From an optimization exercise on the open Yosys and OpenROAD flow, aimed at small area; shortcuts taken in it are not production practice. Function was checked by simulation only, so behaviour that the tests miss may differ from the original. Power and IR drop assume default switching activity.

==> flow/config.mk <==
export PLATFORM = sky130hd
export DESIGN_NAME = adxl345_reader
export DESIGN_NICKNAME = adxl345_reader
export VERILOG_FILES = /design/flow/design.v
export SDC_FILE = /design/flow/constraint.sdc
export NUM_CORES = 4
export LEC_CHECK = 0
export CAP_MARGIN = 20
export CORE_MARGIN = 2
export CORE_UTILIZATION = 65
export PLACE_DENSITY = 0.75
export SLEW_MARGIN = 20
==> flow/flow/gen_rdmux.py <==
#!/usr/bin/env python3
"""Write a gate-level adxl_host_read (the bank's read multiplexer) to the file
given as argument. Same ports and function as rtl/adxl_host_read.sv; the
per-bit AND-OR is built from a222oi/a22oi, and3 and a31oi cells, and the
word decode and lane masks are left as plain logic for ABC to map.

Per output bit b of lane l, over the words w holding byte 4w+l (< 58):
  t_g  = a222oi of three (sel[w] & byte bit) terms (a22oi for a group of 2)
  u    = and3(t_0, t_1, t_2)
  bit  = a31oi(u, t_3, t_4, nok[l]) = ok[l] & !(t_0 & ... & t_4)
"""
import sys

NB = 58
P = 'sky130_fd_sc_hd__'
out = []
o = out.append
o('module adxl_host_read (')
o('    input  [3:0]   raddr_q,')
o('    input  [5:0]   hw,')
o('    input          rst_q,')
o('    input  [463:0] mem_flat,')
o('    output [31:0]  rdata')
o(');')
o('    wire [3:0] nok;')
o('    wire w_lt = raddr_q < hw[5:2];')
o('    wire w_eq = raddr_q == hw[5:2];')
for l in range(4):
    o('    assign nok[%d] = !(!rst_q && (w_lt || (w_eq && (2\'d%d < hw[1:0]))));' % (l, l))
o('    wire [14:0] sel;')
for w in range(15):
    o('    assign sel[%d] = (raddr_q == 4\'d%d);' % (w, w))
for l in range(4):
    for b in range(8):
        n = 'l%db%d' % (l, b)
        words = [w for w in range(15) if 4 * w + l < NB]
        groups = [words[i:i + 3] for i in range(0, len(words), 3)]
        assert len(groups) == 5
        ts = []
        for gi, g in enumerate(groups):
            t = '%s_t%d' % (n, gi)
            ts.append(t)
            o('    wire %s;' % t)
            pins = []
            for k, w in enumerate(g):
                a = 'ABC'[k]
                pins.append('.%s1(sel[%d])' % (a, w))
                pins.append('.%s2(mem_flat[%d])' % (a, 8 * (4 * w + l) + b))
            cell = 'a222oi_1' if len(g) == 3 else 'a22oi_1'
            o('    %s%s %s_g%d (%s, .Y(%s));' % (P, cell, n, gi, ', '.join(pins), t))
        o('    wire %s_u;' % n)
        o('    %sand3_1 %s_a (.A(%s), .B(%s), .C(%s), .X(%s_u));' % (P, n, ts[0], ts[1], ts[2], n))
        o('    %sa31oi_1 %s_o (.A1(%s_u), .A2(%s), .A3(%s), .B1(nok[%d]), .Y(rdata[%d]));'
          % (P, n, n, ts[3], ts[4], l, 8 * l + b))
o('endmodule')
open(sys.argv[1], 'w').write('\n'.join(out) + '\n')
==> flow/design.v <==
package adxl_pkg;
    typedef logic [7:0] byte_t;                         
    typedef logic [4-1:0] word_addr_t;      
    typedef logic [6-1:0] byte_idx_t;         
    typedef enum logic [2:0] {
        idle,        
        tx_len,      
        tx_ptr,      
        tx_read,     
        rx_data      
    } seq_state_t;
endpackage
`timescale 1ns/1ps
module adxl_host_read (
    input  logic [3:0]   raddr_q,
    input  logic [5:0]   hw,
    input  logic         rst_q,
    input  logic [463:0] mem_flat,      
    output logic [31:0]  rdata
);
    localparam int NB = 58;
    logic [3:0]  lane_ok;
    logic        w_lt, w_eq;
    assign w_lt = raddr_q < hw[5:2];
    assign w_eq = raddr_q == hw[5:2];
    for (genvar l = 0; l < 4; l++) begin : g_ok
        assign lane_ok[l] = !rst_q && (w_lt || (w_eq && 2'(l) < hw[1:0]));
    end
    logic [14:0] sel;
    for (genvar w = 0; w < 15; w++) begin : g_sel
        assign sel[w] = (raddr_q == 4'(w));
    end
    for (genvar l = 0; l < 4; l++) begin : g_out
        for (genvar b = 0; b < 8; b++) begin : g_bit
            logic [14:0] terms;
            for (genvar w = 0; w < 15; w++) begin : g_t
                if (4*w + l < NB) begin : g_y
                    assign terms[w] = sel[w] & mem_flat[8*(4*w + l) + b];
                end else begin : g_n
                    assign terms[w] = 1'b0;
                end
            end
            assign rdata[8*l + b] = lane_ok[l] & (|terms);
        end
    end
endmodule
`timescale 1ns/1ps
module adxl345_reader (
    input  logic                  CLK,
    input  logic                  RESET,
    input  adxl_pkg::word_addr_t  raddr,
    output logic [31:0]           rdata,
    input  logic [6:0]            i2c_address,
    input  logic                  interval_enable,
    input  logic [31:0]           interval_cycles,
    input  logic                  single_request,
    output logic                  single_done,
    output adxl_pkg::byte_t       m_axis_tdata,
    output logic [7:0]            m_axis_tuser,
    output logic                  m_axis_tvalid,
    output logic                  m_axis_tlast,
    input  logic                  m_axis_tready,
    input  adxl_pkg::byte_t       s_axis_tdata,
    input  logic                  s_axis_tvalid,
    input  logic                  s_axis_tlast,
    output logic                  s_axis_tready
);
    localparam int NB = 58;
    logic tv, s1, s0;
    logic st_len, st_ptr, st_read, st_rx;
    logic busy, seq_idle, rx_fire;
    assign st_len        = tv & ~s0;
    assign st_ptr        = tv & s0 & ~s1;
    assign st_read       = tv & s1;
    assign st_rx         = ~tv & s1;
    assign busy          = tv | s1 | s0;      
    assign seq_idle      = ~tv & ~s1;         
    assign m_axis_tvalid = tv;
    assign m_axis_tlast  = s0;
    assign m_axis_tdata  = {2'b00, s1, s1, s1, 1'b0, s1, ~s0};
    assign s_axis_tready = st_rx;
    assign rx_fire       = st_rx & s_axis_tvalid;
    logic [19:0] count;
    logic        pending;
    logic        single_q;
    logic        fire;
    logic        rst_q;
    assign fire = !busy && (pending || (interval_enable && (rst_q || count == 20'd0)));
    always_ff @(posedge CLK) begin
        if (RESET) begin
            pending <= 1'b0;
        end else begin
            pending <= single_request | (pending & ~fire);
        end
    end
    logic reload;
    assign reload = busy || !interval_enable || fire;
    always_ff @(posedge CLK) begin
        if (reload) begin
            count[19:7] <= interval_cycles[19:7];
        end else begin
            count[19:7] <= count[19:7] - 13'(count[6:0] == 7'd0);
        end
    end
    always_ff @(posedge CLK) begin
        if (st_rx || (!busy && reload)) begin
            count[6:0] <= interval_cycles[6:0];
        end else if (!busy) begin
            count[6:0] <= count[6:0] - 7'd1;
        end else if (seq_idle) begin
            count[6:0] <= i2c_address;          
        end
    end
    always_ff @(posedge CLK) begin
        if (fire) single_q <= pending;
    end
    always_ff @(posedge CLK) begin
        if (RESET) begin
            tv <= 1'b0;
            s1 <= 1'b0;
            s0 <= 1'b0;
        end else begin
            tv <= (seq_idle && s0) | (tv && !(st_read && m_axis_tready));
            s0 <= fire || (tv && (s1 ? !m_axis_tready : (s0 || m_axis_tready)));
            s1 <= (st_ptr && m_axis_tready) | (s1 && !(rx_fire && s_axis_tlast));
        end
    end
    always_ff @(posedge CLK) begin
        single_done <= !RESET && rx_fire && s_axis_tlast && single_q;
    end
    assign m_axis_tuser = {count[6:0], s1};
    logic [7:0] wd, wd2;
    logic       wr, wr2;
    logic [5:0] wp;        
    logic [5:0] wp_inc;
    assign wp_inc = wp + 6'd1;
    logic [3:0] raddr_q;
    always_ff @(posedge CLK) begin
        wd      <= s_axis_tdata;
        wd2     <= wd;
        wr      <= !RESET && rx_fire;
        wr2     <= wr;
        rst_q   <= RESET;
        raddr_q <= raddr;
        if (st_len)   wp <= '0;
        else if (wr2) wp <= wp_inc;
    end
    logic [5:0] hw;
    always_ff @(posedge CLK) begin
        if (rst_q)                 hw <= '0;
        else if (wr2 && wp == hw)  hw <= wp_inc;
    end
    logic [7:0] mem [NB];
    for (genvar k = 0; k < NB; k++) begin : g_byte
        always_ff @(posedge CLK) begin
            if (wr2 && wp == 6'(k)) mem[k] <= wd2;
        end
    end
    logic [8*NB-1:0] mem_flat;
    for (genvar k = 0; k < NB; k++) begin : g_flat
        assign mem_flat[8*k +: 8] = mem[k];
    end
    adxl_host_read u_host (
        .raddr_q(raddr_q), .hw(hw), .rst_q(rst_q),
        .mem_flat(mem_flat), .rdata(rdata)
    );
endmodule
==> flow/constraint.sdc <==
create_clock -name core_clock -period 10.0 [get_ports {CLK}]
set_input_delay 2.0000 -clock core_clock [delete_from_list [all_inputs] [get_ports {CLK}]]
set_output_delay 2.0000 -clock core_clock [all_outputs]
set_load 0.01 [all_outputs]
==> flow/standard.sh <==
#!/bin/bash
# synth_recipe.tcl (not shown) runs the flow's synth.tcl, then flattens the netlist and writes it again
# the make line also repeats each setting of config.mk as NAME=value (left out here)
make -C /OpenROAD-flow-scripts/flow DESIGN_CONFIG=/design/flow/config.mk WORK_HOME=/design/flow/orfs CLKGATE_MAP_FILE= SYNTH_SCRIPT=/design/flow/synth_recipe.tcl "${@:-finish}"
==> flow/flow/run.sh <==
#!/bin/bash
# Layout flow: the standard flow (standard.sh) with
#  - a gate-level read multiplexer and an area-oriented ABC mapping in
#    synthesis (flow/synth.tcl); registers are
#    mapped before ABC, so they are the standard synthesis's, and
#    match_names.py gives them the standard synthesis's instance names;
#  - the smallest buffer on the ports;
#  - a clock tree of small (clkbuf_4) leaf buffers without dummy loads.
set -euo pipefail
W=$(pwd)
R=$W/orfs/results/$FLOW_PLATFORM/adxl345_reader/base
KNOBS=(
  BUFFER_PORTS_ARGS="-buffer_cell sky130_fd_sc_hd__buf_1"
  CTS_ARGS="-sink_clustering_enable -repair_clock_nets -sink_clustering_size 11 -sink_clustering_max_diameter 45 -buf_list sky130_fd_sc_hd__clkbuf_4 -dont_use_dummy_load"
)
# standard synthesis, kept for its register names
bash standard.sh synth > "$W/std_synth.log" 2>&1
cp "$R/1_2_yosys.v" "$W/std_synth.v"
rm -f "$R/1_2_yosys.v" "$R/1_synth.odb" "$R/1_synth.sdc"
# area-oriented synthesis
bash standard.sh SYNTH_SCRIPT="$W/flow/synth.tcl" "${KNOBS[@]}" "$R/1_2_yosys.v" > "$W/area_synth.log" 2>&1
python3 "$W/flow/match_names.py" "$W/std_synth.v" "$R/1_2_yosys.v" > "$W/match_names.log" 2>&1
bash standard.sh SYNTH_SCRIPT="$W/flow/synth.tcl" "${KNOBS[@]}" finish > "$W/standard.log" 2>&1
==> flow/flow/synth.tcl <==
# The standard flow's synthesis script (synth_recipe.tcl) with two changes:
#  - the module adxl_host_read (the bank's read multiplexer, no registers) is
#    replaced, before synthesis, by the gate-level version gen_rdmux.py
#    writes; it is flattened into the top like any other module;
#  - the final ABC technology mapping uses an area-oriented script instead
#    of ORFS's speed script.
# Registers are mapped before ABC runs and none are in adxl_host_read, so
# they are the standard synthesis's.
set flow_dir [file dirname [file normalize [info script]]]
set rdmux $::env(OBJECTS_DIR)/rdmux.v
exec python3 $flow_dir/gen_rdmux.py $rdmux
set area_abc $::env(OBJECTS_DIR)/area.abc
set fh [open $area_abc w]
puts $fh {&get -n; &st; &dch; &nf -a; &put; mfs2; &get -n; &st; &dch; &nf -a; &put; mfs2; &get -n; &st; &dch; &nf -a; &put}
close $fh
set rdmux_read 0
proc synth {args} {
  global rdmux rdmux_read
  if {!$rdmux_read} {
    set rdmux_read 1
    yosys read_verilog -overwrite $rdmux
    yosys hierarchy -check -top $::env(DESIGN_NAME)
  }
  yosys synth -nofsm -noshare {*}$args
}
proc abc {args} {
  global area_abc
  set i [lsearch -exact $args -script]
  if {$i >= 0} { set args [lreplace $args [expr {$i+1}] [expr {$i+1}] $area_abc] }
  set j [lsearch -exact $args -D]
  if {$j >= 0} { set args [lreplace $args $j [expr {$j+1}]] }
  yosys abc {*}$args
}
source $::env(SCRIPTS_DIR)/synth.tcl
# left out here: clear keep_hierarchy, flatten, clean up, hide names made inside functions, write 1_2_yosys.v
==> flow/flow/match_names.py <==
#!/usr/bin/env python3
"""Give the registers of a netlist the instance names the standard synthesis
gave them.

usage: match_names.py STANDARD.v NETLIST.v

Yosys names some registers after a running counter (_1657_ and so on), so a
synthesis with a different ABC script numbers them differently. Registers are
paired with the standard netlist's by the net on their Q pin, which is the
same in both. Any other identifier in NETLIST that already uses a wanted name
is renamed first. NETLIST is rewritten in place.
"""
import re
import sys

CELL = re.compile(r'^(\s*)(sky130_fd_sc_hd__\w+)\s+(\\\S+\s|[A-Za-z_]\w*)\s*\((.*?)\);',
                  re.M | re.S)
QPIN = re.compile(r'\.Q\(\s*(.*?)\s*\)\s*(?:,|$)', re.S)


def regs(text):
    out = {}
    for m in CELL.finditer(text):
        body = m.group(4)
        if '.CLK(' not in body:
            continue
        q = QPIN.search(body)
        if not q:
            continue
        out[q.group(1).strip()] = (m.group(3).strip(), m.group(2))
    return out


def main():
    std_text = open(sys.argv[1]).read()
    text = open(sys.argv[2]).read()
    std = regs(std_text)
    mine = regs(text)
    if set(std) != set(mine):
        sys.exit('register Q nets differ: %s' % sorted(set(std) ^ set(mine))[:10])
    renames = 0
    for qnet, (name, _cell) in mine.items():
        want = std[qnet][0]
        if name == want:
            continue
        if not re.fullmatch(r'[A-Za-z_]\w*', name) or not re.fullmatch(r'[A-Za-z_]\w*', want):
            sys.exit('cannot rename %s to %s' % (name, want))
        # free the wanted name
        if re.search(r'(?<![\w\\$])' + re.escape(want) + r'(?![\w$])', text):
            alt = want + 'r'
            while re.search(r'(?<![\w\\$])' + re.escape(alt) + r'(?![\w$])', text):
                alt += 'r'
            text = re.sub(r'(?<![\w\\$])' + re.escape(want) + r'(?![\w$])', alt, text)
            if name == want:
                name = alt
        text = re.sub(r'(?<![\w\\$])' + re.escape(name) + r'(?=\s*\()', want, text, count=1)
        renames += 1
    open(sys.argv[2], 'w').write(text)
    after = regs(text)
    bad = [q for q in std if after[q][0] != std[q][0] or after[q][1].rsplit('_', 1)[0] != std[q][1].rsplit('_', 1)[0]]
    if bad:
        sys.exit('registers still unpaired: %s' % bad[:10])
    print('match_names: %d registers, %d renamed' % (len(std), renames))


main()
==> results of run 1 <==
critical path, delay by kind of cell, from the launching register on:
kind,cells,cell delay (ps)
flip-flops,1,660
AND/OR/NAND/NOR,1,220
AO/OA/AOI/OAI,3,800
buffers and inverters,3,880
adder cells (fa/ha/maj),1,350
routing by layer:
metal  wire, µm  up-vias  share of wire  GRT usage
met4       1290        0          0.032      0.105
met3       4470       98           0.11     0.0492
met5          0        -              0          0
li1           -     4807              -          -
met2      19300      706           0.47      0.423
met1      15600     5305           0.38      0.383
cell usage in the layout, fill, tap and decap left out, types with 5 or more instances in the layout:
cell / count
nand2b_1: 7
nor2_1: 86
buf_1: 94
nand3_1: 9
a211oi_1: 5
nand2_1: 44
nor3_1: 6
o21ai_0: 19
dfxtp_1: 45
a222oi_1: 144
dfxtp_4: 6
nor2_2: 5
and3_1: 38
a21oi_1: 13
xnor2_1: 18
buf_4: 16
xor2_1: 5
edfxtp_1: 472
clkinv_1: 15
clkbuf_4: 54
a22oi_1: 16
mux2_1: 7
nor3_2: 7
ha_1: 11
a31oi_1: 35
path summary, 6_finish.rpt:
path / slack [ps] / from / end
hold / removal: 330 / wd[3] / wd2[3]
hold reg to reg: 330 / wd[3] / wd2[3]
setup / recovery: 4350 / raddr_q[3] / rdata[12]
setup reg to reg: 6580 / count[10] / count[1]
registers in the layout, summed over array words and instances, names as in the netlist, 4 cells and up:
register  cells
wd            8
count        20
wp            6
mem         464
raddr_q       4
wd2           8
hw            6
cells by family after synthesis:
family,Yosys count,share of synthesized area
DFF,525,0.806
AOI/OAI and AO/OA,238,0.107
and+or+nand+nor,221,0.0542
buffers and inverters,30,0.00894
xor gates and xnor gates,23,0.0107
adders and majority gates,11,0.00728
muxes,9,0.00523
other,1,0.000198
power by group:
group          total, W  internal [W]  switching, W
clock          0.000845      0.000248      0.000597
sequential      0.00246       0.00241     0.0000551
combinational  0.000157     0.0000625     0.0000946
total           0.00347       0.00272      0.000746
per-stage QoR:
| stage | power [W] | setup WS (ps) | instances | hold WS (ps) |
|---|---|---|---|---|
| 6_report | 0.00347 | 4350 | 1594 | 327 |
| 5_1_grt | 0.00357 | 4230 | 1594 | 334 |
| 4_1_cts | 0.00348 | 4400 | 1593 | 329 |
| 3_5_place_dp | 0.00267 | 5210 | 1539 | 312 |
| 3_3_place_gp | 0.00266 | 5130 | 1539 | 311 |
| 2_1_floorplan | 0.00260 | 4630 | 1060 | 310 |
cell type report:
type / count / area (µm²)
Antenna cell: 1 / 2.50
Clock buffer: 54 / 405
Fill cell: 1868 / 8440
Inverter: 15 / 56.3
Multi-Input combinational cell: 505 / 3580
Sequential cell: 525 / 15300
Tap cell: 384 / 480
Timing Repair Buffer: 110 / 473
==> notes.md, run 1 <==
die height=175 µm; I/O Buffers=94; Core Util, Final=0.706; Post-synth EDFFs=472; Avg Cell Area, Syn=17.9 µm²; final hold violation count=0; worst-path cell chain=ha_1, a211oi_1, o21a_1, clkinv_1, nand2_1, clkinv_1, a31oi_1, buf_1; aggregate global routing overflow=0; critical path fanouts, max=9; DRT iter0 DRCs=1651; Nets=1280; row cnt=62; Slew Viols, Final=0; Initial Util=0.658; CP peak stage delay=660 ps; Final TNS setup=0 ps; largest cells by area after synthesis=edfxtp_1 75%, a222oi_1 7.6%, dfxtp_1 5.6%, nor2_1 1.8%, and3_1 1.3%; vias in the first global route=10667; CTS H-tree depth=2; CTS tree=yes; design area=20300 µm²; Via-to-Cell Ratio=6.85; Final period util=0.565; Final setup viols=0; CP startpoint kind=flip-flop; Reg2Reg Depth=6; GP Congestion=0.805; CTS root buf=clkbuf_4; top-area cell type share of the netlist area=0.750; CTS resizes=0; I/O pin cnt=110; Slowest-stage cell, CP=dfxtp_1; overall global routing resource usage=0.269; DP HPWL=24400 µm; Synth warnings=2; Yosys reg bits=525; Avg WL per Cell=25.5 µm; CTS buffer count=54; initial antenna violation count=1; outcome=complete, no violations; fraction of registers with async set/reset=0; Clock Latency Late Sink=730 ps; most instantiated cells after synthesis=472 x edfxtp_1, 144 x a222oi_1, 93 x nor2_1; Seq/Total Area, Yosys=0.806; Synth cell types=35; Layout area overhead=7.20%; max cap viols=0; CP endpoint kind=primary output; Max transition margin=0.280; most frequent CP cell=clkinv_1; skew final=55.9 ps; Setup Buffers After CTS=0; peak supply drop=0.000121 V; share of layout cells above drive strength 1=0.0778; Lkg Pwr=6.04 nW; first drt pass iteration count=10; first-pass GRT wire length=61200 µm; Final ANT Viol Nets=0; die width=175 µm; Hold Buf Count CTS=0; via count=10916; Crit path required time=8000 ps; CORE AREA=28700 µm²; Die ar.=30500 µm²; Setup CP Type=flip-flop to primary output; HP Class=flip-flop to flip-flop; Yosys top cell by area=edfxtp_1; worst hold path cell count=0; Final min period=5650 ps; final WL=40600 µm; RSZ-0062 raised after global routing=no; Slew @ Worst Pin=1080 ps; Post-Syn Area=18900 µm²; PwrDens=171 nW/µm²; top-count cell post-synth=edfxtp_1; Worst EP arrival=3650 ps; largest net degree at the start of global routing=59; FMAX=0.177 GHz; Sink Count=525; DRC errors left=0; CTS Buffer Depth=3; DP Area=19800 µm²; Synth Instances=1058; Worst-path clk slew=110 ps; Top FF cell, synth=edfxtp_1
==> run 2: changes to the inputs <==
--- a/flow/flow/gen_rdmux.py
+++ b/flow/flow/gen_rdmux.py
@@ -2,7 +2,8 @@
 """Write a gate-level adxl_host_read (the bank's read multiplexer) to the file
 given as argument. Same ports and function as rtl/adxl_host_read.sv; the
 per-bit AND-OR is built from a222oi/a22oi, and3 and a31oi cells, and the
-word decode and lane masks are left as plain logic for ABC to map.
+word predecode and lane masks are left as plain logic for ABC to map; the
+15 word selects are and2_4 cells, strong enough for their 16 or 32 loads.
 
 Per output bit b of lane l, over the words w holding byte 4w+l (< 58):
   t_g  = a222oi of three (sel[w] & byte bit) terms (a22oi for a group of 2)
@@ -27,9 +28,14 @@
 o('    wire w_eq = raddr_q == hw[5:2];')
 for l in range(4):
     o('    assign nok[%d] = !(!rst_q && (w_lt || (w_eq && (2\'d%d < hw[1:0]))));' % (l, l))
+o('    wire [3:0] lo, hi;')
+for i in range(4):
+    o('    assign lo[%d] = (raddr_q[1:0] == 2\'d%d);' % (i, i))
+    o('    assign hi[%d] = (raddr_q[3:2] == 2\'d%d);' % (i, i))
+# each word select drives 16 or 32 cell inputs: a strong and2
 o('    wire [14:0] sel;')
 for w in range(15):
-    o('    assign sel[%d] = (raddr_q == 4\'d%d);' % (w, w))
+    o('    %sand2_4 sel_%d (.A(hi[%d]), .B(lo[%d]), .X(sel[%d]));' % (P, w, w >> 2, w & 3, w))
 for l in range(4):
     for b in range(8):
         n = 'l%db%d' % (l, b)
--- a/flow/config.mk
+++ b/flow/config.mk
@@ -7,6 +7,6 @@
 export LEC_CHECK = 0
 export CAP_MARGIN = 20
 export CORE_MARGIN = 2
-export CORE_UTILIZATION = 65
-export PLACE_DENSITY = 0.75
+export CORE_UTILIZATION = 55
+export PLACE_DENSITY = 0.7
 export SLEW_MARGIN = 20
==> notes.md, run 2 <==
outcome=complete, no violations; wire length on met3=4660 µm (+4.4%); CP startpoint kind=flip-flop; CTS root buf=clkbuf_4; die height=190 µm (+8.8%); Top reg by flops=mem; fraction of registers with async set/reset=0 (unchanged); Slowest-stage cell, CP=o21ai_1; Core Util, Final=0.592 (-0.114); Nets=1275 (-0.39%); max reg flops=464 (unchanged); final hold violation count=0 (unchanged); HP Class=flip-flop to flip-flop; CTS H-tree depth=2 (unchanged); Clock Latency Late Sink=750 ps (+20 ps); CTS resizes=0 (unchanged); most instantiated cells after synthesis=472 x edfxtp_1, 144 x a222oi_1, 86 x nor2_1; Setup Buffers After CTS=0 (unchanged); wl on met1=16400 µm (+5.3%); Layout area overhead=6.80%; top-count cell post-synth=edfxtp_1; Top FF cell, synth=edfxtp_1; DP HPWL=23800 µm (-2.7%); Synth cell types=40 (+14%); RSZ-0062 raised after global routing=no; Crit path required time=8000 ps (about the same); metal2 WL=19800 µm (+2.6%); CTS tree=yes; overall global routing resource usage=0.234 (-0.0350); most frequent cells in the layout=472 x edfxtp_1, 144 x a222oi_1, 94 x buf_1; Seq/Total Area, Yosys=0.802 (-0.00451); buffers plus inverters on the worst setup path=3 (unchanged); Max transition margin=0.273 (-0.00769); Avg WL per Cell=25.3 µm (-0.89%); skew final=48.6 ps (-7.36 ps); aggregate global routing overflow=0 (unchanged); share of layout cells above drive strength 1=0.0698 (-0.00798); Slew Viols, Final=0 (unchanged); vias in the first global route=10558 (-1.0%); I/O Buffers=94 (unchanged); Worst EP arrival=3460 ps (-190 ps); CTS Buffer Depth=3 (unchanged); highest metal used=met4; logic gate share of total power=0.048 (+0.003); Hold Buf Count CTS=0 (unchanged); Final period util=0.546 (-0.0183); final WL=41900 µm (+3.2%); first-pass GRT wire length=62400 µm (+1.9%); Post-Syn Area=19000 µm² (+0.56%); largest net degree at the start of global routing=59 (unchanged); Final ANT Viol Nets=0 (unchanged); die width=190 µm (+8.8%); Post-synth EDFFs=472 (unchanged); Avg Cell Area, Syn=17.9 µm² (about the same); Slew @ Worst Pin=1090 ps (+11.5 ps); Final setup viols=0 (unchanged); Worst-path clk slew=110 ps (about the same); Lkg Pwr=6.03 nW (about the same); CP delay by family, top=compound AO/OA/AOI/OAI gates; Die ar.=36100 µm² (+18%); peak supply drop=0.000103 V (-15%); Final min period=5460 ps (-183 ps); DRT iter0 DRCs=1659 (+0.48%); most frequent CP cell=clkinv_1; commonest non-fill, non-tap cell in the layout=edfxtp_1; via count=10714 (-1.9%); Sw Pwr=0.000761 W (+2.0%); I/O pin cnt=110 (unchanged); Synth warnings=2 (unchanged); Via-to-Cell Ratio=6.45 (-5.8%); top-area cell type share of the netlist area=0.746 (-0.00420); Reg power frac=0.703 (-0.008); worst-path cell chain=clkinv_1, ha_1, a211oi_1, o21a_1, clkinv_1, nand2_1, o21ai_1, a31oi_1, buf_1; CORE AREA=34300 µm² (+19%); CTS buffer count=56 (+3.7%); Int Power=0.00273 W (+0.36%); DRC errors left=0 (unchanged); CP peak stage delay=410 ps (-250 ps); initial antenna violation count=1 (unchanged); Setup CP Type=flip-flop to primary output; Yosys top cell by area=edfxtp_1; largest registers=mem: 464 flops, count: 20 flops; Final TNS setup=0 ps (unchanged); Yosys reg bits=525 (unchanged); critical path fanouts, max=9 (unchanged); Tot Pwr=0.00349 W (+0.71%); Sink Count=525 (unchanged); first drt pass iteration count=11 (+1); GP Congestion=0.763 (-5.1%); row cnt=68 (+9.7%); Initial Util=0.554 (-0.104); FMAX=0.183 GHz (+3.4%); switching part of the total power=0.218 (+0.00274); clock power share=0.249 (+0.005); max cap viols=0 (unchanged); Synth Instances=1064 (+0.57%); largest cells by area after synthesis=edfxtp_1 75%, a222oi_1 7.6%, dfxtp_1 5.6%, nor2_1 1.7%, and3_1 1.3%; PwrDens=172 nW/µm² (+0.52%); CP endpoint kind=primary output
run 2: changes by cell type in the layout (fill, tap and decap cells not counted), sizes merged, moves of 3 or more:
cell,before,now
nor2b,3,7
xor2,5,10
a211oi,5,2
and2,0,18
nand2b,7,1
xnor2,18,13
buf,110,97
nor2,93,86
nor3,14,9
run 2: per-layer routing:
layer	vias up	track usage
met2	591	0.367
met3	77	0.0564
li1	4783	-
met1	5263	0.329
met5	-	0
met4	0	0.0707
run 2: through the flow:
step | cells | hold WS, ps | setup WS, ps | instance area (µm²)
global placement | 1603 | 312 | 5380 | 19900
floorplan | 1066 | 310 | 6110 | 19000
CTS | 1659 | 330 | 4510 | 20300
global route | 1660 | 343 | 4340 | 20300
finish | 1660 | 329 | 4540 | 20300
detailed placement | 1603 | 312 | 5350 | 19900
run 2: final timing paths:
kind	start	end	slack [ps]	depth (start not counted)
worst max-delay path	hw[5]	rdata[17]	4540	9
worst min-delay path	wd[0]	wd2[0]	330	0
worst max register to register	count[0]	count[15]	7050	10
worst min register to register	wd[0]	wd2[0]	330	0
run 2: cell type report:
| type | instances | area (µm²) |
|---|---|---|
| diodes | 1 | 2.50 |
| clock buffers | 56 | 420 |
| fillers | 2609 | 14000 |
| inverters | 16 | 60.1 |
| multi-input cells | 510 | 3620 |
| flip-flops and latches | 525 | 15300 |
| well taps | 455 | 569 |
| repair buffers | 97 | 375 |
run 2: cells by family (layout without fill, tap and decap cells):
| kind of cell | Yosys count | count (layout) | synth area share |
|---|---|---|---|
| buffers and inverters | 31 | 169 | 0.00909 |
| adder cells (fa/ha/maj) | 11 | 11 | 0.00724 |
| other | 1 | 4 | 0.000197 |
| AND/OR/NAND/NOR | 224 | 224 | 0.0583 |
| AO/OA/AOI/OAI | 238 | 238 | 0.107 |
| flip-flops | 525 | 525 | 0.802 |
| multiplexers | 11 | 11 | 0.00625 |
| XOR/XNOR | 23 | 23 | 0.0106 |
run 2: power groups by stage:
stage	combinational, W	sequential (W)	clock (W)
6_report	0.000166	0.00246	0.000870
3_3_place_gp	0.000163	0.00250	0
5_1_grt	0.000182	0.00246	0.000974
4_1_cts	0.000167	0.00246	0.000894
2_1_floorplan	0.000115	0.00249	0
3_5_place_dp	0.000166	0.00251	0
run 2: worst reg2reg max path, cell delays in order, from the launching register on:
cell and delay, ps:
edfxtp_1 430, clkinv_1 70, ha_1 180, or3b_1 440
nor2b_1 190, ha_1 270, ha_1 230, or4b_1 540
o41a_1 340, nor2_1 90, o21ai_0 70
==> run 3: changes to the inputs <==
--- a/flow/flow/run.sh
+++ b/flow/flow/run.sh
@@ -11,7 +11,7 @@
 R=$W/orfs/results/$FLOW_PLATFORM/adxl345_reader/base
 KNOBS=(
   BUFFER_PORTS_ARGS="-buffer_cell sky130_fd_sc_hd__buf_1"
-  CTS_ARGS="-sink_clustering_enable -repair_clock_nets -sink_clustering_size 11 -sink_clustering_max_diameter 45 -buf_list sky130_fd_sc_hd__clkbuf_4 -dont_use_dummy_load"
+  CTS_ARGS="-sink_clustering_enable -repair_clock_nets -sink_clustering_size 11 -sink_clustering_max_diameter 45 -buf_list sky130_fd_sc_hd__clkbuf_4 -root_buf sky130_fd_sc_hd__clkbuf_8 -dont_use_dummy_load"
 )
 # standard synthesis, kept for its register names
 bash standard.sh synth > "$W/std_synth.log" 2>&1
==> notes.md, run 3 <==
Reg2Reg Depth=10 (unchanged); FMAX=0.188 GHz (+2.8%); Setup CP Type=flip-flop to primary output; most instantiated cells after synthesis=472 x edfxtp_1, 144 x a222oi_1, 86 x nor2_1; critical path fanouts, max=9 (unchanged); CTS Buffer Depth=3 (unchanged); worst hold path cell count=0 (unchanged); Seq/Total Area, Yosys=0.802 (unchanged); DRC errors left=0 (unchanged); area of the multi-input gates=3620 µm² (unchanged); worst-path cell chain=clkinv_1, ha_1, a211oi_1, o21a_1, clkinv_1, nand2_1, o21ai_1, a31oi_1, buf_1; Slew @ Worst Pin=1110 ps (+24.2 ps); CTS tree=yes; Final ANT Viol Nets=0 (unchanged); Crit path required time=8000 ps (about the same); Critical R2R Capture=count[15]; largest cells by area after synthesis=edfxtp_1 75%, a222oi_1 7.6%, dfxtp_1 5.6%, nor2_1 1.7%, and3_1 1.3%; mux share of post-synthesis cell area=0.00625 (unchanged); skew final=45.7 ps (-2.88 ps); Final min period=5310 ps (-149 ps); Top reg by flops=mem; DP HPWL=23800 µm (unchanged); Sink Count=525 (unchanged); first drt pass iteration count=13 (+2); Die ar.=36100 µm² (unchanged); wire length on met3=4640 µm (-0.49%); Synth Instances=1064 (unchanged); most frequent cells in the layout=472 x edfxtp_1, 144 x a222oi_1, 94 x buf_1; Post-Synth Adder-Cell Area=0.00724 (unchanged); CORE AREA=34300 µm² (unchanged); Slew Viols, Final=0 (unchanged); vias in the first global route=10541 (-0.16%); Initial Util=0.554 (unchanged); Setup Buffers After CTS=0 (unchanged); Via-to-Cell Ratio=6.45 (about the same); Ant. Diodes=0 (-1); launching point of the worst reg2reg path=count[0]; Max transition margin=0.257 (-0.0161); Synth cell types=40 (unchanged); Avg Cell Area, Syn=17.9 µm² (unchanged); Worst-path clk slew=110 ps (about the same); Nets=1275 (unchanged); initial antenna violation count=0 (-1); buffers plus inverters on the worst setup path=3 (unchanged); CTS root buf=clkbuf_8; CP startpoint kind=flip-flop; I/O pin cnt=110 (unchanged); peak supply drop=0.000102 V (-0.67%); Slowest-stage cell, CP=o21ai_1; aggregate global routing overflow=0 (unchanged); Filler cells=2594 (-0.57%); Stages on worst setup path=9 (unchanged); overall global routing resource usage=0.234 (about the same); PwrDens=173 nW/µm² (+0.69%); CTS H-tree depth=2 (unchanged); CP endpoint kind=primary output; Synth warnings=2 (unchanged); top-area cell type share of the netlist area=0.746 (unchanged); DP Area=19900 µm² (unchanged); GP Congestion=0.763 (unchanged); top-count cell post-synth=edfxtp_1; Final setup viols=0 (unchanged); CP delay by family, top=compound AO/OA/AOI/OAI gates; share of layout cells above drive strength 1=0.0698 (unchanged); Yosys reg bits=525 (unchanged); Top FF cell, synth=edfxtp_1; worst setup path startpoint=hw[5]; CTS buffer count=56 (unchanged); RSZ-0062 raised after global routing=no; fraction of registers with async set/reset=0 (unchanged); FF-to-FF setup slack=7050 ps (about the same); Synth Area in Compound Gates=0.107 (unchanged); largest net degree at the start of global routing=59 (unchanged); Simple-Gate Fraction of Synth Area=0.0583 (unchanged); largest family of logic cells by synthesized area=compound AO/OA/AOI/OAI gates; Post-Synth XOR/XNOR Area=0.0106 (unchanged); Post-Syn Area=19000 µm² (unchanged); Hold Slack=329 ps (-0.169 ps); Lkg Pwr=6.05 nW (+0.21%); metal2 WL=19800 µm (about the same); max reg flops=464 (unchanged); die width=190 µm (unchanged); HP Class=flip-flop to flip-flop; Final period util=0.531 (-0.0149); max cap viols=0 (unchanged); CP endpoint=rdata[17]; final hold violation count=0 (unchanged); CTS resizes=0 (unchanged); final WL=42000 µm (+0.16%); Yosys top cell by area=edfxtp_1; row cnt=68 (unchanged); Layout area overhead=6.95%; commonest non-fill, non-tap cell in the layout=edfxtp_1; Final TNS setup=0 ps (unchanged); largest registers=mem: 464 flops, count: 20 flops; DRT iter0 DRCs=1628 (-1.9%); I/O Buffers=94 (unchanged); most frequent CP cell=clkinv_1; Worst EP arrival=3310 ps (-150 ps); Clock Latency Late Sink=590 ps (-160 ps); via count=10702 (-0.11%); CP peak stage delay=400 ps (about the same); design area=20300 µm² (+0.14%); Post-synth EDFFs=472 (unchanged); Avg WL per Cell=25.3 µm (+0.22%); die height=190 µm (unchanged); FF/Latch Area=15300 µm² (unchanged); first-pass GRT wire length=62400 µm (about the same); highest metal used=met4; wl on met1=16600 µm (+0.95%); Hold Buf Count CTS=0 (unchanged); outcome=complete, no violations
-- run 3: cell counts after synthesis --
No cell type changed its count.
-- run 3: area by class of cell --
cell class	count	share of cell area
flip-flops and latches	525	0.750
multi-input cells	510	0.178
well taps	455	0.0280
clock buffers	56	0.0222
repair buffers	97	0.0185
inverters	16	0.00295
-- run 3: logic make-up (layout without fill, tap and decap cells) --
group,count (synthesis),count (layout)
AO/OA/AOI/OAI,238,238
XOR/XNOR,23,23
adder cells (fa/ha/maj),11,11
buffers and inverters,31,169
flip-flops,525,525
multiplexers,11,11
other,1,3
AND/OR/NAND/NOR,224,224
-- run 3: how the worst min path moves through the flow --
| stage | startpoint | to | slack, ps |
|---|---|---|---|
| global placement | wr | wr2 | 310 |
| detailed placement | wd[0] | wd2[0] | 310 |
| finish | wd[0] | wd2[0] | 330 |
| floorplan | wd[0] | wd2[0] | 310 |
| CTS | wd[0] | wd2[0] | 330 |
| global route | wr | wr2 | 340 |
-- run 3: metal layers --
metal | GRT usage | up-vias
li1 | - | 4784
met1 | 0.328 | 5252
met2 | 0.367 | 584
met3 | 0.0561 | 82
met4 | 0.0745 | 0
met5 | 0 | -
-- run 3: where the power goes --
group	switching, W	internal [W]
clock network	0.000615	0.000283
logic	0.000103	0.0000632
registers	0.0000456	0.00241
total	0.000764	0.00276
-- run 3: through the flow --
step	worst slack, ps	std cells	utilization	total power (W)
2_1_floorplan	6110	1066	-	0.00261
3_3_place_gp	5380	1603	0.579	0.00267
3_5_place_dp	5350	1603	0.579	0.00267
4_1_cts	4680	1659	0.592	0.00355
5_1_grt	4530	1659	0.593	0.00365
6_report	4690	1659	0.593	0.00352
==> run 4: changes to the inputs <==
--- a/flow/flow/run.sh
+++ b/flow/flow/run.sh
@@ -11,7 +11,7 @@
 R=$W/orfs/results/$FLOW_PLATFORM/adxl345_reader/base
 KNOBS=(
   BUFFER_PORTS_ARGS="-buffer_cell sky130_fd_sc_hd__buf_1"
-  CTS_ARGS="-sink_clustering_enable -repair_clock_nets -sink_clustering_size 11 -sink_clustering_max_diameter 45 -buf_list sky130_fd_sc_hd__clkbuf_4 -root_buf sky130_fd_sc_hd__clkbuf_8 -dont_use_dummy_load"
+  CTS_ARGS="-sink_clustering_enable -repair_clock_nets -sink_clustering_size 12 -sink_clustering_max_diameter 40 -buf_list sky130_fd_sc_hd__clkbuf_4 -dont_use_dummy_load"
 )
 # standard synthesis, kept for its register names
 bash standard.sh synth > "$W/std_synth.log" 2>&1
==> notes.md, run 4 <==
Critical R2R Capture=count[1]; clock power share=0.249 (-0.006); Avg Cell Area, Syn=17.9 µm² (unchanged); critical path fanouts, max=9 (unchanged); Max transition margin=0.274 (+0.0176); Synth Instances=1064 (unchanged); Avg WL per Cell=25.2 µm (-0.52%); Worst-path clk slew=120 ps (about the same); GP Congestion=0.763 (unchanged); top-area cell type share of the netlist area=0.746 (unchanged); commonest non-fill, non-tap cell in the layout=edfxtp_1; Seq/Total Area, Yosys=0.802 (unchanged); Via-to-Cell Ratio=6.44 (-0.10%); CTS buffer count=57 (+1.8%); outcome=complete, no violations; Top FF cell, synth=edfxtp_1; Hold Slack=328 ps (-1.26 ps); Post-synth EDFFs=472 (unchanged); Slew @ Worst Pin=1090 ps (-26.3 ps); CTS root buf=clkbuf_4; CORE AREA=34300 µm² (unchanged); Yosys top cell by area=edfxtp_1; die height=190 µm (unchanged); CTS tree=yes; die width=190 µm (unchanged); most instantiated cells after synthesis=472 x edfxtp_1, 144 x a222oi_1, 86 x nor2_1; DP Cell Count=1603 (unchanged); Post-Syn Area=19000 µm² (unchanged); Sw Pwr=0.000759 W (-0.73%); largest net degree at the start of global routing=59 (unchanged); Initial Util=0.554 (unchanged); max cap viols=0 (unchanged); DRT iter0 DRCs=1632 (+0.25%); Slew Viols, Final=0 (unchanged); Setup WS post-layout=4560 ps (-129 ps); vias in the first global route=10558 (+0.16%); Hold Buf Count CTS=0 (unchanged); final hold violation count=0 (unchanged); CP startpoint kind=flip-flop; CTS H-tree depth=2 (unchanged); CP endpoint=rdata[17]; DP HPWL=23800 µm (unchanged); initial antenna violation count=1 (+1); peak supply drop=0.000117 V (+15%); post-place setup slack=5350 ps (unchanged); Die ar.=36100 µm² (unchanged); Yosys reg bits=525 (unchanged); launching point of the worst reg2reg path=s1; skew final=85.6 ps (+39.9 ps); I/O pin cnt=110 (unchanged); Clock Latency Late Sink=740 ps (+150 ps); Synth warnings=2 (unchanged); Reg power frac=0.703 (+0.006); Top reg by flops=mem; max reg flops=464 (unchanged); DRC errors left=0 (unchanged); Core Util, Final=0.592 (-0.000620); logic gate share of total power=0.047 (about the same); Final min period=5440 ps (+129 ps); FMAX=0.184 GHz (-2.4%); Final TNS setup=0 ps (unchanged); Lkg Pwr=6.04 nW (-0.14%); largest registers=mem: 464 flops, count: 20 flops; RSZ-0062 raised after global routing=no; Crit path required time=8000 ps (about the same); final WL=41800 µm (-0.40%); Reg2Reg Depth=6 (-4); Layout area overhead=6.84%; CTS Buffer Depth=3 (unchanged); CTS resizes=0 (unchanged); overall global routing resource usage=0.233 (-0.00133); Worst EP arrival=3440 ps (+130 ps); FF-to-FF setup slack=7080 ps (+30 ps); most frequent cells in the layout=472 x edfxtp_1, 144 x a222oi_1, 94 x buf_1; switching part of the total power=0.217 (about the same); largest cells by area after synthesis=edfxtp_1 75%, a222oi_1 7.6%, dfxtp_1 5.6%, nor2_1 1.7%, and3_1 1.3%; Final setup viols=0 (unchanged); first-pass GRT wire length=62300 µm (about the same); PwrDens=172 nW/µm² (-0.68%); I/O Buffers=94 (unchanged); aggregate global routing overflow=0 (unchanged); share of layout cells above drive strength 1=0.0705 (+0.000772); Setup CP Type=flip-flop to primary output; Setup Buffers After CTS=0 (unchanged); Final ANT Viol Nets=0 (unchanged); CP endpoint kind=primary output; row cnt=68 (unchanged); Non-Filler Instances=1661 (+0.12%); Final period util=0.544 (+0.0129); HP Class=flip-flop to flip-flop; Synth cell types=40 (unchanged); top-count cell post-synth=edfxtp_1; Int Power=0.00273 W (-0.80%); via count=10704 (+0.019%); first drt pass iteration count=10 (-3); fraction of registers with async set/reset=0 (unchanged); Nets=1276 (+0.078%); Sink Count=525 (unchanged); worst setup path startpoint=hw[5]
==> run 4: area by class of cell <==
cell class                 instances  area [µm²]
tap                              455         569
clock buffer                      57         428
antenna                            1        2.50
multi-input combinational        510        3620
fill                            2610       14000
inverter                          16        60.1
sequential                       525       15300
timing repair buffer              97         375
==> run 4: worst max-delay path, cell delays in order, from the launching register on <==
cell	delay (ps)
dfxtp_1	390
clkinv_1	80
ha_1	280
a211oi_1	240
o21a_1	200
clkinv_1	270
nand2_1	300
o21ai_1	400
a31oi_1	350
buf_1	190
==> run 4: worst min path at each step <==
stage,from,cells after the start,endpoint,slack (ps)
finish,wd[7],0,wd2[7],330
global route,wd[5],0,wd2[5],340
CTS,wd[0],0,wd2[0],330
detailed placement,wd[0],0,wd2[0],310
global placement,wr,0,wr2,310
floorplan,wd[0],0,wd2[0],310
==> run 4: kinds of logic (layout without fill, tap and decap cells) <==
logic type / Yosys count / count (layout) / share of synthesized area
multiplexers: 11 / 11 / 0.00625
XOR/XNOR: 23 / 23 / 0.0106
adder cells (fa/ha/maj): 11 / 11 / 0.00724
other: 1 / 4 / 0.000197
flip-flops: 525 / 525 / 0.802
buffers and inverters: 31 / 170 / 0.00909
AND/OR/NAND/NOR: 224 / 224 / 0.0583
AO/OA/AOI/OAI: 238 / 238 / 0.107
==> run 4: power groups by stage <==
| stage | Clock [W] | Combinational (W) | Sequential (W) |
|---|---|---|---|
| floorplan | 0 | 0.000115 | 0.00249 |
| global placement | 0 | 0.000163 | 0.00250 |
| detailed placement | 0 | 0.000166 | 0.00251 |
| CTS | 0.000891 | 0.000167 | 0.00246 |
| global route | 0.000971 | 0.000182 | 0.00246 |
| finish | 0.000871 | 0.000166 | 0.00246 |
==> run 4: metal layers <==
layer	GRT usage	vias up	share of wire
met4	0.0656	0	0.022
li1	-	4785	-
met2	0.370	596	0.47
met3	0.0561	72	0.11
met5	0	-	0
met1	0.325	5251	0.39
==> run 4: per-stage QoR <==
step	cell area [µm²]	power [W]
floorplan	19000	0.00261
global placement	19900	0.00267
detailed placement	19900	0.00267
CTS	20300	0.00351
global route	20300	0.00362
finish	20300	0.00349

[separate check: timing with driven ports]
No port has a modelled driver above. Below, the same layouts with a new extraction and two added sets of constraints.
Step 1 (the two cells are an assumption about what drives the block):
set clk [get_ports {CLK}]
set_driving_cell -lib_cell sky130_fd_sc_hd__clkbuf_16 $clk
set_driving_cell -lib_cell sky130_fd_sc_hd__buf_2 [delete_from_list [all_inputs] $clk]
Step 2 also shifts input and output timing later by t, the mid clock arrival at the registers, as if the neighbouring blocks saw the same clock.
a / b / c = no drivers / after step 1 / after step 2; a / b = the first two.
| run | t, ns | setup WS [ns] | latest minus earliest clock arrival (ns) | worst slew at a driven data input, ns |
|---|---|---|---|---|
| run 1 | 0.748 | 4.354 / 4.307 / 5.054 | 0.057 / 0.057 | 0.04 |
| run 2 | 0.762 | 4.537 / 4.493 / 5.255 | 0.055 / 0.055 | 0.05 |
| run 3 | 0.625 | 4.685 / 4.636 / 5.261 | 0.056 / 0.056 | 0.05 |
| run 4 | 0.756 | 4.557 / 4.511 / 5.267 | 0.112 / 0.112 | 0.05 |
After both steps setup and hold are still met in every run listed.
